Background: an optimization exercise with open tools, aiming at small area, a short achievable clock period and few clock cycles per item. Do not read the settings as production practice. Only simulation tests tie the RTL to the original design; equivalence was not proved. No activity file was given, so power comes from the tool's default toggle rates.

--- flow/flow/run.sh ---
#!/bin/bash
set -euo pipefail
MARGIN=7.5
DONT_USE="sky130_fd_sc_hd__probe_p_8 sky130_fd_sc_hd__probec_p_8 sky130_fd_sc_hd__lpflow_bleeder_1 sky130_fd_sc_hd__lpflow_clkbufkapwr_1 sky130_fd_sc_hd__lpflow_clkbufkapwr_16 sky130_fd_sc_hd__lpflow_clkbufkapwr_2 sky130_fd_sc_hd__lpflow_clkbufkapwr_4 sky130_fd_sc_hd__lpflow_clkbufkapwr_8 sky130_fd_sc_hd__lpflow_clkinvkapwr_1 sky130_fd_sc_hd__lpflow_clkinvkapwr_16 sky130_fd_sc_hd__lpflow_clkinvkapwr_2 sky130_fd_sc_hd__lpflow_clkinvkapwr_4 sky130_fd_sc_hd__lpflow_clkinvkapwr_8 sky130_fd_sc_hd__lpflow_decapkapwr_12 sky130_fd_sc_hd__lpflow_decapkapwr_3 sky130_fd_sc_hd__lpflow_decapkapwr_4 sky130_fd_sc_hd__lpflow_decapkapwr_6 sky130_fd_sc_hd__lpflow_decapkapwr_8 sky130_fd_sc_hd__lpflow_inputiso0n_1 sky130_fd_sc_hd__lpflow_inputiso0p_1 sky130_fd_sc_hd__lpflow_inputiso1n_1 sky130_fd_sc_hd__lpflow_inputiso1p_1 sky130_fd_sc_hd__lpflow_inputisolatch_1 sky130_fd_sc_hd__lpflow_isobufsrc_1 sky130_fd_sc_hd__lpflow_isobufsrc_16 sky130_fd_sc_hd__lpflow_isobufsrc_2 sky130_fd_sc_hd__lpflow_isobufsrc_4 sky130_fd_sc_hd__lpflow_isobufsrc_8 sky130_fd_sc_hd__lpflow_isobufsrckapwr_16 sky130_fd_sc_hd__lpflow_lsbuf_lh_hl_isowell_tap_1 sky130_fd_sc_hd__lpflow_lsbuf_lh_hl_isowell_tap_2 sky130_fd_sc_hd__lpflow_lsbuf_lh_hl_isowell_tap_4 sky130_fd_sc_hd__lpflow_lsbuf_lh_isowell_4 sky130_fd_sc_hd__lpflow_lsbuf_lh_isowell_tap_1 sky130_fd_sc_hd__lpflow_lsbuf_lh_isowell_tap_2 sky130_fd_sc_hd__lpflow_lsbuf_lh_isowell_tap_4 sky130_fd_sc_hd__clkdlybuf4s15_1 sky130_fd_sc_hd__clkdlybuf4s15_2 sky130_fd_sc_hd__clkdlybuf4s18_1 sky130_fd_sc_hd__clkdlybuf4s18_2 sky130_fd_sc_hd__clkdlybuf4s25_1 sky130_fd_sc_hd__clkdlybuf4s25_2 sky130_fd_sc_hd__clkdlybuf4s50_1 sky130_fd_sc_hd__clkdlybuf4s50_2"
bash standard.sh synth > standard_synth.log 2>&1
bash standard.sh "DONT_USE_CELLS=$DONT_USE" SETUP_SLACK_MARGIN=0 floorplan > standard_floorplan.log 2>&1
bash standard.sh "DONT_USE_CELLS=$DONT_USE" SETUP_SLACK_MARGIN=$MARGIN finish > standard_layout.log 2>&1
--- flow/standard.sh ---
#!/bin/bash
# synth_recipe.tcl (not shown) runs the flow's synth.tcl, then flattens the netlist and writes it again
# the make line also repeats each setting of config.mk as NAME=value (left out here)
make -C /OpenROAD-flow-scripts/flow DESIGN_CONFIG=/design/flow/config.mk WORK_HOME=/design/flow/orfs CLKGATE_MAP_FILE= SYNTH_SCRIPT=/design/flow/synth_recipe.tcl "${@:-finish}"
--- flow/constraint.sdc ---
create_clock -name core_clock -period 12.5 [get_ports {clk}]
set_input_delay 2.5000 -clock core_clock [delete_from_list [all_inputs] [get_ports {clk}]]
set_output_delay 2.5000 -clock core_clock [all_outputs]
set_load 0.01 [all_outputs]
--- flow/design.v ---
package rv_pkg;
  localparam int xlen = 64;
  localparam logic [6:0] opc_op_imm    = 7'h13;
  localparam logic [6:0] opc_auipc     = 7'h17;
  localparam logic [6:0] opc_op_imm_32 = 7'h1b;
  localparam logic [6:0] opc_op        = 7'h33;
  localparam logic [6:0] opc_lui       = 7'h37;
  localparam logic [6:0] opc_op_32     = 7'h3b;
  localparam logic [6:0] opc_branch    = 7'h63;
  localparam logic [6:0] opc_jalr      = 7'h67;
  localparam logic [6:0] opc_jal       = 7'h6f;
endpackage
module id_stage (
  input  logic [31:0] inst,
  output logic        use_rs1,    
  output logic        use_pc,     
  output logic        use_rs2,    
  output logic [63:0] imm,        
  output logic [12:1] br_imm,
  output logic        sub,
  output logic        sra,
  output logic        is_word,
  output logic        s_add,
  output logic        s_slt,
  output logic        s_sltu,
  output logic        s_xor,
  output logic        s_or,
  output logic        s_and,
  output logic        s_sll,
  output logic        s_sr,
  output logic        s_link,
  output logic        is_br,
  output logic        is_jal,
  output logic        is_jalr,
  output logic        rd_w_ena,
  output logic [4:0]  rd_addr,    
  output logic        unsupported
);
  logic [6:0] opcode;
  logic [2:0] funct3;
  logic       is_op;
  logic       is_opi;
  logic       is_op32;
  logic       is_opi32;
  logic       is_lui;
  logic       is_auipc;
  logic       is_alu;
  logic       reg_form;
  assign opcode   = inst[6:0];
  assign funct3   = inst[14:12];
  assign is_op    = opcode == rv_pkg::opc_op;
  assign is_opi   = opcode == rv_pkg::opc_op_imm;
  assign is_op32  = opcode == rv_pkg::opc_op_32;
  assign is_opi32 = opcode == rv_pkg::opc_op_imm_32;
  assign is_lui   = opcode == rv_pkg::opc_lui;
  assign is_auipc = opcode == rv_pkg::opc_auipc;
  assign is_br    = opcode == rv_pkg::opc_branch;
  assign is_jal   = opcode == rv_pkg::opc_jal;
  assign is_jalr  = opcode == rv_pkg::opc_jalr;
  assign is_alu   = is_op | is_opi | is_op32 | is_opi32;
  assign reg_form = is_op | is_op32;
  assign is_word  = is_op32 | is_opi32;
  assign unsupported = !(is_alu | is_lui | is_auipc | is_br | is_jal | is_jalr);
  assign rd_w_ena    = !unsupported && !is_br;
  assign rd_addr     = rd_w_ena ? inst[11:7] : 5'd0;
  assign use_rs1 = is_alu | is_br | is_jalr;
  assign use_pc  = is_auipc | is_jal;
  assign use_rs2 = reg_form | is_br;
  always_comb begin
    if (is_lui || is_auipc) begin
      imm = {{32{inst[31]}}, inst[31:12], 12'b0};
    end else if (is_jal) begin
      imm = {{43{inst[31]}}, inst[31], inst[19:12], inst[20], inst[30:21], 1'b0};
    end else begin
      imm = {{52{inst[31]}}, inst[31:20]};
    end
  end
  assign br_imm = {inst[31], inst[7], inst[30:25], inst[11:8]};
  assign sub    = is_br | (is_alu & funct3[2:1] == 2'b01) | (reg_form & funct3 == 3'h0 & inst[30]);
  assign sra    = inst[30];
  assign s_add  = (is_alu & funct3 == 3'h0) | is_lui | is_auipc;
  assign s_sll  = is_alu & funct3 == 3'h1;
  assign s_slt  = is_alu & funct3 == 3'h2;
  assign s_sltu = is_alu & funct3 == 3'h3;
  assign s_xor  = is_alu & funct3 == 3'h4;
  assign s_sr   = is_alu & funct3 == 3'h5;
  assign s_or   = is_alu & funct3 == 3'h6;
  assign s_and  = is_alu & funct3 == 3'h7;
  assign s_link = is_jal | is_jalr;
endmodule
module rf_rd32 (
  input  logic [31:0] d,
  input  logic [31:0] sel,
  output logic        y
);
  assign y = |(d & sel);
endmodule
module regfile (
  input  logic        clk,
  input  logic        reset,
  input  logic [4:0]  rs1_r_addr,
  input  logic [4:0]  rs2_r_addr,
  input  logic        rs1_ena,      
  input  logic [63:0] alt1,
  input  logic        rs2_ena,      
  input  logic [63:0] alt2,
  output logic [63:0] r_data1,
  output logic [63:0] r_data2,
  input  logic        w_ena,        
  input  logic [4:0]  w_addr,
  input  logic [63:0] w_data
);
  logic [31:1][63:0] regs;
  logic [31:1]       written;
  logic [31:1]       we;
  logic [31:0]       sel1;
  logic [31:0]       sel2;
  logic [31:0]       sel2b;
  always_comb begin
    for (int i = 1; i < 32; i++) begin
      we[i] = w_ena && w_addr == 5'(i);
    end
  end
  always_ff @(posedge clk) begin
    for (int i = 1; i < 32; i++) begin
      if (we[i]) begin
        regs[i] <= w_data;
      end
    end
  end
  always_ff @(posedge clk) begin
    for (int i = 1; i < 32; i++) begin
      if (reset) begin
        written[i] <= 1'b0;
      end else if (we[i]) begin
        written[i] <= 1'b1;
      end
    end
  end
  always_comb begin
    sel1[0] = w_ena && w_addr == rs1_r_addr;
    sel2[0] = w_ena && w_addr == rs2_r_addr;
    for (int i = 1; i < 32; i++) begin
      sel1[i] = written[i] && !we[i] && rs1_r_addr == 5'(i);
      sel2[i] = written[i] && !we[i] && rs2_r_addr == 5'(i);
    end
  end
  for (genvar b = 0; b < 64; b++) begin : g_rd
    logic [31:0] col1;
    logic [31:0] col2;
    logic        y1;
    logic        y2;
    assign col1[0] = w_data[b];
    for (genvar i = 1; i < 32; i++) begin : g_col
      assign col1[i] = regs[i][b];
    end
    rf_rd32 rd1_i (.d(col1), .sel(sel1), .y(y1));
    rf_rd32 rd2_i (.d(col1), .sel(sel2), .y(y2));
    assign r_data1[b] = rs1_ena ? y1 : alt1[b];
    assign r_data2[b] = rs2_ena ? y2 : alt2[b];
  end
endmodule
module exe_stage (
  input  logic [63:0] a,
  input  logic [63:0] b,          
  input  logic [63:0] pc,
  input  logic [12:1] br_imm,
  input  logic        sub,
  input  logic        sra,
  input  logic        is_word,
  input  logic        s_add,
  input  logic        s_slt,
  input  logic        s_sltu,
  input  logic        s_xor,
  input  logic        s_or,
  input  logic        s_and,
  input  logic        s_sll,
  input  logic        s_sr,
  input  logic        s_link,
  input  logic        is_br,
  input  logic [2:0]  br_f3,
  input  logic        is_jal,
  input  logic        is_jalr,
  output logic [63:0] wdata,
  output logic [63:0] next_pc
);
  logic [64:0] sum;
  logic        lts;
  logic        ltu;
  logic        eq;
  logic [5:0]  shamt;
  logic [63:0] sr_src;
  logic        sr_fill;
  logic [63:0] sh_in;
  logic [63:0] sll_res;
  logic [63:0] sr_res;
  logic [63:0] res;
  logic [13:0] lo4;
  logic [13:0] lob;
  logic [63:13] hi_inc;
  logic [63:13] hi_dec;
  logic [63:0] pc4;
  logic [63:0] br_tgt;
  logic        cond;
  logic        taken;
  assign sum = {1'b0, a} + {1'b0, b} + {64'b0, sub};
  assign ltu = !sum[64];
  assign lts = (a[63] ^ b[63] ^ sub) ? a[63] : sum[63];
  assign eq  = &(a ^ b);
  assign shamt   = is_word ? {1'b0, b[4:0]} : b[5:0];
  assign sr_fill = sra & (is_word ? a[31] : a[63]);
  assign sr_src  = is_word ? {{32{sr_fill}}, a[31:0]} : a;
  always_comb begin
    for (int i = 0; i < 64; i++) begin
      sh_in[i]   = s_sll ? a[63-i] : sr_src[i];
    end
    sr_res = 64'($signed({sr_fill & !s_sll, sh_in}) >>> shamt);
    for (int i = 0; i < 64; i++) begin
      sll_res[i] = sr_res[63-i];
    end
  end
  assign lo4    = {1'b0, pc[12:0]} + 14'd4;
  assign lob    = {1'b0, pc[12:0]} + {1'b0, br_imm, 1'b0};
  assign hi_inc = pc[63:13] + 51'd1;
  assign hi_dec = pc[63:13] - 51'd1;
  assign pc4    = {lo4[13] ? hi_inc : pc[63:13], lo4[12:0]};
  assign br_tgt = {(lob[13] == br_imm[12]) ? pc[63:13] : (lob[13] ? hi_inc : hi_dec), lob[12:0]};
  assign res = ({64{s_add}}  & sum[63:0])
             | ({64{s_xor}}  & (a ^ b))
             | ({64{s_or}}   & (a | b))
             | ({64{s_and}}  & (a & b))
             | ({64{s_sll}}  & sll_res)
             | ({64{s_sr}}   & sr_res)
             | ({64{s_link}} & pc4)
             | {63'b0, (s_slt & lts) | (s_sltu & ltu)};
  assign wdata = {is_word ? {32{res[31]}} : res[63:32], res[31:0]};
  assign cond  = br_f3[2] ? (br_f3[1] ? ltu : lts) : eq;
  assign taken = is_br & (cond ^ br_f3[0]);
  assign next_pc = is_jalr ? {sum[63:1], 1'b0}
                 : is_jal  ? sum[63:0]
                 : taken   ? br_tgt
                 : pc4;
endmodule
module retire_stage (
  input  logic        clk,
  input  logic        reset,
  input  logic        load,         
  input  logic        in_valid,
  input  logic [63:0] in_pc,
  input  logic        in_rd_w_ena,
  input  logic [4:0]  in_rd_addr,
  input  logic [63:0] in_wdata,
  input  logic [63:0] in_next_pc,
  input  logic        in_unsupported,
  output logic        out_valid,
  output logic [63:0] out_pc,
  output logic        out_rd_w_ena,
  output logic [4:0]  out_rd_addr,
  output logic [63:0] out_wdata,
  output logic [63:0] out_next_pc,
  output logic        out_unsupported,
  output logic        w_ena
);
  logic wr_nz;
  always_ff @(posedge clk) begin
    if (reset) begin
      out_valid <= 1'b0;
    end else if (load) begin
      out_valid <= in_valid;
    end
  end
  always_ff @(posedge clk) begin
    if (load) begin
      out_pc          <= in_pc;
      out_rd_w_ena    <= in_rd_w_ena;
      out_rd_addr     <= in_rd_addr;
      out_wdata       <= in_wdata;
      out_next_pc     <= in_next_pc;
      out_unsupported <= in_unsupported;
      wr_nz           <= in_rd_addr != 5'd0;
    end
  end
  assign w_ena = out_valid && wr_nz;
endmodule
module rv_core (
  input  logic        clk,
  input  logic        reset,
  input  logic        in_valid,
  output logic        in_ready,
  input  logic [63:0] in_pc,
  input  logic [31:0] in_inst,
  output logic        out_valid,
  input  logic        out_ready,
  output logic [63:0] out_pc,
  output logic        out_rd_w_ena,
  output logic [4:0]  out_rd_addr,
  output logic [63:0] out_wdata,
  output logic [63:0] out_next_pc,
  output logic        out_unsupported
);
  logic        s_valid;
  logic [63:0] s_pc;
  logic [31:0] s_inst;
  logic        p_valid;
  logic [63:0] p_pc;
  logic [31:0] p_inst;
  logic        d_use_rs1;
  logic        d_use_pc;
  logic        d_use_rs2;
  logic [63:0] d_imm;
  logic [12:1] d_br_imm;
  logic        d_sub;
  logic        d_sra;
  logic        d_is_word;
  logic        d_s_add;
  logic        d_s_slt;
  logic        d_s_sltu;
  logic        d_s_xor;
  logic        d_s_or;
  logic        d_s_and;
  logic        d_s_sll;
  logic        d_s_sr;
  logic        d_s_link;
  logic        d_is_br;
  logic        d_is_jal;
  logic        d_is_jalr;
  logic        d_rd_w_ena;
  logic [4:0]  d_rd_addr;
  logic        d_unsupported;
  logic [4:0]  rs1;
  logic [4:0]  rs2;
  logic [63:0] rf_data1;
  logic [63:0] rf_data2;
  logic [63:0] rs1_val;
  logic [63:0] rs2_val;
  logic        x_valid;
  logic [63:0] x_pc;
  logic [63:0] x_a;
  logic [63:0] x_b;
  logic [12:1] x_br_imm;
  logic        x_sub;
  logic        x_sra;
  logic        x_is_word;
  logic        x_s_add;
  logic        x_s_slt;
  logic        x_s_sltu;
  logic        x_s_xor;
  logic        x_s_or;
  logic        x_s_and;
  logic        x_s_sll;
  logic        x_s_sr;
  logic        x_s_link;
  logic        x_is_br;
  logic [2:0]  x_br_f3;
  logic        x_is_jal;
  logic        x_is_jalr;
  logic        x_rd_w_ena;
  logic [4:0]  x_rd_addr;
  logic        x_wr_nz;
  logic        x_unsupported;
  logic [63:0] op_a;
  logic [63:0] op_b;
  logic [63:0] x_wdata;
  logic [63:0] x_next_pc;
  logic        r_load;
  logic        x_load;
  logic        w_ena;
  logic        fwd1;
  logic        fwd2;
  assign in_ready = !s_valid;
  assign p_valid  = s_valid || in_valid;
  assign p_pc     = s_valid ? s_pc : in_pc;
  assign p_inst   = s_valid ? s_inst : in_inst;
  always_ff @(posedge clk) begin
    if (reset) begin
      s_valid <= 1'b0;
    end else if (x_load) begin
      s_valid <= 1'b0;
    end else if (in_valid) begin
      s_valid <= 1'b1;
    end
  end
  always_ff @(posedge clk) begin
    if (!s_valid) begin
      s_pc   <= in_pc;
      s_inst <= in_inst;
    end
  end
  id_stage id_stage_i (
    .inst        (p_inst),
    .use_rs1     (d_use_rs1),
    .use_pc      (d_use_pc),
    .use_rs2     (d_use_rs2),
    .imm         (d_imm),
    .br_imm      (d_br_imm),
    .sub         (d_sub),
    .sra         (d_sra),
    .is_word     (d_is_word),
    .s_add       (d_s_add),
    .s_slt       (d_s_slt),
    .s_sltu      (d_s_sltu),
    .s_xor       (d_s_xor),
    .s_or        (d_s_or),
    .s_and       (d_s_and),
    .s_sll       (d_s_sll),
    .s_sr        (d_s_sr),
    .s_link      (d_s_link),
    .is_br       (d_is_br),
    .is_jal      (d_is_jal),
    .is_jalr     (d_is_jalr),
    .rd_w_ena    (d_rd_w_ena),
    .rd_addr     (d_rd_addr),
    .unsupported (d_unsupported)
  );
  assign rs1 = p_inst[19:15];
  assign rs2 = p_inst[24:20];
  regfile regfile_i (
    .clk        (clk),
    .reset      (reset),
    .rs1_r_addr (rs1),
    .rs2_r_addr (rs2),
    .rs1_ena    (d_use_rs1),
    .alt1       (d_use_pc ? p_pc : 64'd0),
    .rs2_ena    (d_use_rs2),
    .alt2       (d_imm),
    .r_data1    (rf_data1),
    .r_data2    (rf_data2),
    .w_ena      (w_ena),
    .w_addr     (out_rd_addr),
    .w_data     (out_wdata)
  );
  assign rs1_val = rf_data1;
  assign rs2_val = rf_data2;
  assign fwd1 = x_valid && x_wr_nz && x_rd_addr == rs1;
  assign fwd2 = x_valid && x_wr_nz && x_rd_addr == rs2;
  assign r_load   = !out_valid || out_ready;
  assign x_load   = !x_valid || r_load;
  always_ff @(posedge clk) begin
    if (reset) begin
      x_valid <= 1'b0;
    end else if (x_load) begin
      x_valid <= p_valid;
    end
  end
  always_ff @(posedge clk) begin
    if (x_load) begin
      x_pc          <= p_pc;
      x_a           <= (d_use_rs1 && fwd1) ? x_wdata : rs1_val;
      x_b           <= ((d_use_rs2 && fwd2) ? x_wdata : rs2_val) ^ {64{d_sub}};
      x_br_imm      <= d_br_imm;
      x_sub         <= d_sub;
      x_sra         <= d_sra;
      x_is_word     <= d_is_word;
      x_s_add       <= d_s_add;
      x_s_slt       <= d_s_slt;
      x_s_sltu      <= d_s_sltu;
      x_s_xor       <= d_s_xor;
      x_s_or        <= d_s_or;
      x_s_and       <= d_s_and;
      x_s_sll       <= d_s_sll;
      x_s_sr        <= d_s_sr;
      x_s_link      <= d_s_link;
      x_is_br       <= d_is_br;
      x_br_f3       <= p_inst[14:12];
      x_is_jal      <= d_is_jal;
      x_is_jalr     <= d_is_jalr;
      x_rd_w_ena    <= d_rd_w_ena;
      x_rd_addr     <= d_rd_addr;
      x_wr_nz       <= d_rd_addr != 5'd0;
      x_unsupported <= d_unsupported;
    end
  end
  assign op_a = x_a;
  assign op_b = x_b;
  exe_stage exe_stage_i (
    .a       (op_a),
    .b       (op_b),
    .pc      (x_pc),
    .br_imm  (x_br_imm),
    .sub     (x_sub),
    .sra     (x_sra),
    .is_word (x_is_word),
    .s_add   (x_s_add),
    .s_slt   (x_s_slt),
    .s_sltu  (x_s_sltu),
    .s_xor   (x_s_xor),
    .s_or    (x_s_or),
    .s_and   (x_s_and),
    .s_sll   (x_s_sll),
    .s_sr    (x_s_sr),
    .s_link  (x_s_link),
    .is_br   (x_is_br),
    .br_f3   (x_br_f3),
    .is_jal  (x_is_jal),
    .is_jalr (x_is_jalr),
    .wdata   (x_wdata),
    .next_pc (x_next_pc)
  );
  retire_stage retire_stage_i (
    .clk             (clk),
    .reset           (reset),
    .load            (r_load),
    .in_valid        (x_valid),
    .in_pc           (x_pc),
    .in_rd_w_ena     (x_rd_w_ena),
    .in_rd_addr      (x_rd_addr),
    .in_wdata        (x_wdata),
    .in_next_pc      (x_next_pc),
    .in_unsupported  (x_unsupported),
    .out_valid       (out_valid),
    .out_pc          (out_pc),
    .out_rd_w_ena    (out_rd_w_ena),
    .out_rd_addr     (out_rd_addr),
    .out_wdata       (out_wdata),
    .out_next_pc     (out_next_pc),
    .out_unsupported (out_unsupported),
    .w_ena           (w_ena)
  );
endmodule
module rv_slice (
  input  logic        clk,
  input  logic        reset,
  input  logic        in_valid,
  output logic        in_ready,
  input  logic [63:0] in_pc,
  input  logic [31:0] in_inst,
  output logic        out_valid,
  input  logic        out_ready,
  output logic [63:0] out_pc,
  output logic        out_rd_w_ena,
  output logic [4:0]  out_rd_addr,
  output logic [63:0] out_wdata,
  output logic [63:0] out_next_pc,
  output logic        out_unsupported
);
  rv_core core_i (
    .clk             (clk),
    .reset           (reset),
    .in_valid        (in_valid),
    .in_ready        (in_ready),
    .in_pc           (in_pc),
    .in_inst         (in_inst),
    .out_valid       (out_valid),
    .out_ready       (out_ready),
    .out_pc          (out_pc),
    .out_rd_w_ena    (out_rd_w_ena),
    .out_rd_addr     (out_rd_addr),
    .out_wdata       (out_wdata),
    .out_next_pc     (out_next_pc),
    .out_unsupported (out_unsupported)
  );
endmodule
--- flow/config.mk ---
export PLATFORM = sky130hd
export DESIGN_NAME = rv_slice
export DESIGN_NICKNAME = rv_slice
export VERILOG_FILES = /design/flow/design.v
export SDC_FILE = /design/flow/constraint.sdc
export NUM_CORES = 4
export LEC_CHECK = 0
export CAP_MARGIN = 20
export CORE_MARGIN = 2
export CORE_UTILIZATION = 40
export CTS_BUF_LIST = sky130_fd_sc_hd__clkbuf_4 sky130_fd_sc_hd__clkbuf_8
export PLACE_DENSITY = 0.55
export SETUP_SLACK_MARGIN = 5
export SLEW_MARGIN = 20
export TNS_END_PERCENT = 100
==> flow_summary.ini <==
[synthesis]
synth_compound_area_frac = 0.2057
synth_fa_ha_area_frac = 0.01501
synth-simple-area-share = 0.08221
synthDistinctLibCells = 101
yosysWarnings = 5
synth_edf_count = 2413
synth_area_per_cell_sq_um = 12.66
synth_xor_area_frac = 0.01557
syn_area_sq_um = 123200
netlist_instances = 9734
synth_ff_type = edfxtp_1
synth_top_family_by_area = compound AO/OA/AOI/OAI gates
synthArstFlopShare = 0
synth_seq_area_share = 0.6092
syn-num-nets = 9980
synth-seq-cells = 2543
muxShareOfSynthArea = 0.03674

[setup_path]
crit_required_ns = 13.45
worstSetupEndpointType = flip-flop
worst_ep_arrival_time_ns = 6.30
crit_type = in -> reg
start_kind = input pin
cp_max_fo = 25

[timing]
fmax_ghz = 0.1870
whs_ns = 0.4204
slew_violations = 0
relSlewSlack = 0.1292
finalSetupViolations = 0
fin_skew_ns = 0.1346
fin_crit_sh = 0.4278
final.setup.tns_ns = 0
final.setup.worst_slack_ns = 7.152
period_needed_ns = 5.348
worstMarginPinSlew_ns = 1.306
hold_violations = 0
rsz0062_at_grt = true

[die]
dieWidth_microns = 559.0
rows = 203
die_h_microns = 559.0
ioPinCount = 301
die-area_sq_um = 312500
initial_core_util = 0.4026
core_sq_um = 306100

[finish]
layout_commonest_cell = edfxtp_1
nets = 10516
nFillCells = 27543
final_cell_mix = 2413 x edfxtp_1, 950 x a22oi_1, 529 x nand2_1, 527 x a221oi_1, 502 x a22o_1
regArea_sq_um = 75070
drive_gt1_frac = 0.1699
multi_input_area_sq_um = 46180
syn_to_final_growth_pct = 15.59

[routing]
drcViolationCount = 0
drt_iter0_drc = 25229
wl_per_cell_microns = 50.75
num_vias = 113852
dr.pass1.iters = 15
wirelength_microns = 749000
detail-route-antenna-nets = 0
viasPerCell = 7.714

[grt]
antenna_found_initial = 68
grt-ovfl-total = 0
grt_pass1_vias = 105272
track_usage = 0.4593
grt_max_degree = 84
grt_pass1_wl_microns = 973900

[clock_network]
cts_sinks = 2543
htree_num_levels = 5
tritoncts = built
cts.clk_slew.worst_paths_ns = 0.06
clock_tree.buffer_depth = 4
cts_made_buffers = 417
clkLatencyLatePin_ns = 1.23
root_buffer = clkbuf_8

[power]
p_seq_frac = 0.508
internal_power_mw = 14.06
switchingPower_mw = 5.261
swShare = 0.2724
power.leakage_nw = 48.35
power_density_nw_per_um2 = 135.6
p_comb_frac = 0.091
peakVddDrop_mv = 0.08190
clkPwrFrac = 0.401

[placement]
dp_slack_ns = 4.587
gp_congestion = 1.078
dpl.hpwl_microns = 458600
port_buffers = 300

[run]
max-cap-violations = 0

[outcome]
status = finished clean

[worst_hold_path]
hold_class = reg -> reg
## metrics by stage
step	instances	power, mW	util	instance area, sq um
global route	14721	19.64	0.4650	142300
finish	14759	19.32	0.4653	142400
floorplan	9734	10.66	-	123200
detailed placement	13775	11.49	0.4240	129800
CTS	14635	19.09	0.4604	140900
global placement	13764	11.49	0.4234	129600
## routing by layer
metal	share of wire	wire, microns	GRT usage	vias up
met4	0.11	83650	0.3887	42
met3	0.17	126100	0.2131	4147
met5	0.0014	1032	0.009909	-
met2	0.40	300200	0.6450	13146
met1	0.32	238100	0.5281	55486
li1	-	-	-	41031
## critical path, cell delays in order
cell and delay, ns:
buf_1 0.14, nor3_1 0.24, a21oi_2 0.11, buf_2 0.25, nor4_4 0.86, buf_6 0.52
a22o_1 0.25, a221oi_1 0.05, nand4_1 0.14, nor3_1 0.06, a21oi_1 0.30, nor2_1 0.21
a21oi_1 0.20, xor2_1 0.33
## layout make-up
class	count	share of cell area
Multi-Input combinational cell	6133	0.3243
Timing Repair Buffer	929	0.04491
Antenna cell	46	0.0008083
Inverter	246	0.006738
Tap cell	4100	0.03602
Clock buffer	555	0.04854
Sequential cell	2543	0.5271
Clock inverter	207	0.01164
## Yosys cell counts, types with 62 or more instances
master / number / area (sq um)
edfxtp_1: 2413 / 72460
a22oi_1: 950 / 7132
clkbuf_1: 576 / 2162
nand2_1: 551 / 2068
a221oi_1: 531 / 4651
a22o_1: 502 / 4397
a21oi_1: 427 / 2137
nor2_1: 385 / 1445
nand4_1: 304 / 1902
o21ai_0: 293 / 1466
nand3_1: 264 / 1321
inv_1: 240 / 900.9
nor3_1: 219 / 1096
ha_1: 143 / 1789
mux2i_1: 135 / 1351
xnor2_1: 131 / 1147
dfxtp_1: 130 / 2603
mux2_2: 104 / 1171
buf_1: 102 / 382.9
xor2_1: 88 / 770.7
a31oi_1: 87 / 544.3
mux4_2: 79 / 1779
buf_4: 71 / 533.0
a222oi_1: 64 / 640.6
o211ai_1: 63 / 473.0
buf_2: 62 / 310.3
## kinds of logic after synthesis
logic type,count (synthesis)
xor+xnor,219
flops,2543
fa+ha+maj,146
buf+inv,1063
compound gates,3382
mux,327
simple gates,2054
## flip-flops by register name, summed over array words and instances (netlist names), 31 cells and up
| signal | flops |
|---|---|
| core_i.x_b | 64 |
| core_i.regfile_i.written | 31 |
| core_i.x_a | 64 |
| core_i.retire_stage_i.out_wdata | 64 |
| core_i.retire_stage_i.out_pc | 64 |
| core_i.s_inst | 32 |
| core_i.regfile_i.regs | 1984 |
| core_i.retire_stage_i.out_next_pc | 64 |
| core_i.x_pc | 64 |
| core_i.s_pc | 64 |
## repair_timing
action,4_1_cts,5_1_grt
cloned,7,6
setup buffers,91,67
hold buffers,0,0
endpoints found under the setup margin,268,153
pin swaps,22,29
resized for setup,494,214
## final timing paths
path / slack, ns / startpoint / endpoint / cells past startpoint
setup / recovery: 7.15 / in_inst[22] / core_i.x_b[52]$_DFFE_PP_ / 14
hold / removal: 0.42 / core_i.x_unsupported$_DFFE_PP_ / core_i.retire_stage_i.out_unsupported$_DFFE_PP_ / 0
setup reg to reg: 7.22 / core_i.x_a[63]$_DFFE_PP_ / core_i.x_b[35]$_DFFE_PP_ / 14
hold reg to reg: 0.42 / core_i.x_unsupported$_DFFE_PP_ / core_i.retire_stage_i.out_unsupported$_DFFE_PP_ / 0
## power by group through the flow
stage / clock network, mW / registers, mW / logic (mW)
6_report: 7.75 / 9.81 / 1.75
5_1_grt: 8.07 / 9.80 / 1.76
4_1_cts: 7.70 / 9.80 / 1.59
3_5_place_dp: 0 / 10.0 / 1.48
3_3_place_gp: 0 / 10.0 / 1.47
2_1_floorplan: 0 / 9.92 / 0.735
Testbench counts, summed over its fixed seeds: cycles 16,016, items 16,000.

## re-timing with driven ports
In the flow no input, the clock included, has a driving cell. The finished layout below was timed again as built, in two steps.
Step 1, drivers: a clkbuf_16 drives clk and a buf_2 each remaining input, both assumed.
Step 2 moves the port delays by t, midway between the first and last clock arrival at a register: inputs arrive t later, outputs are due t later. That takes back most of the time a late clock gives input paths.
Slacks: ideal / step 1 / step 2; pairs: ideal / step 1.
t (ns): 1.251
setup slack, ns: 7.152 / 7.225 / 5.977
latest minus earliest clock arrival (ns): 0.142 / 0.142
pins driven straight from the clock port: 1
After both steps setup and hold are still met in this run. For this run, drivers alone change the setup slack by +0.073 ns; drivers and shift together by -1.175 ns.
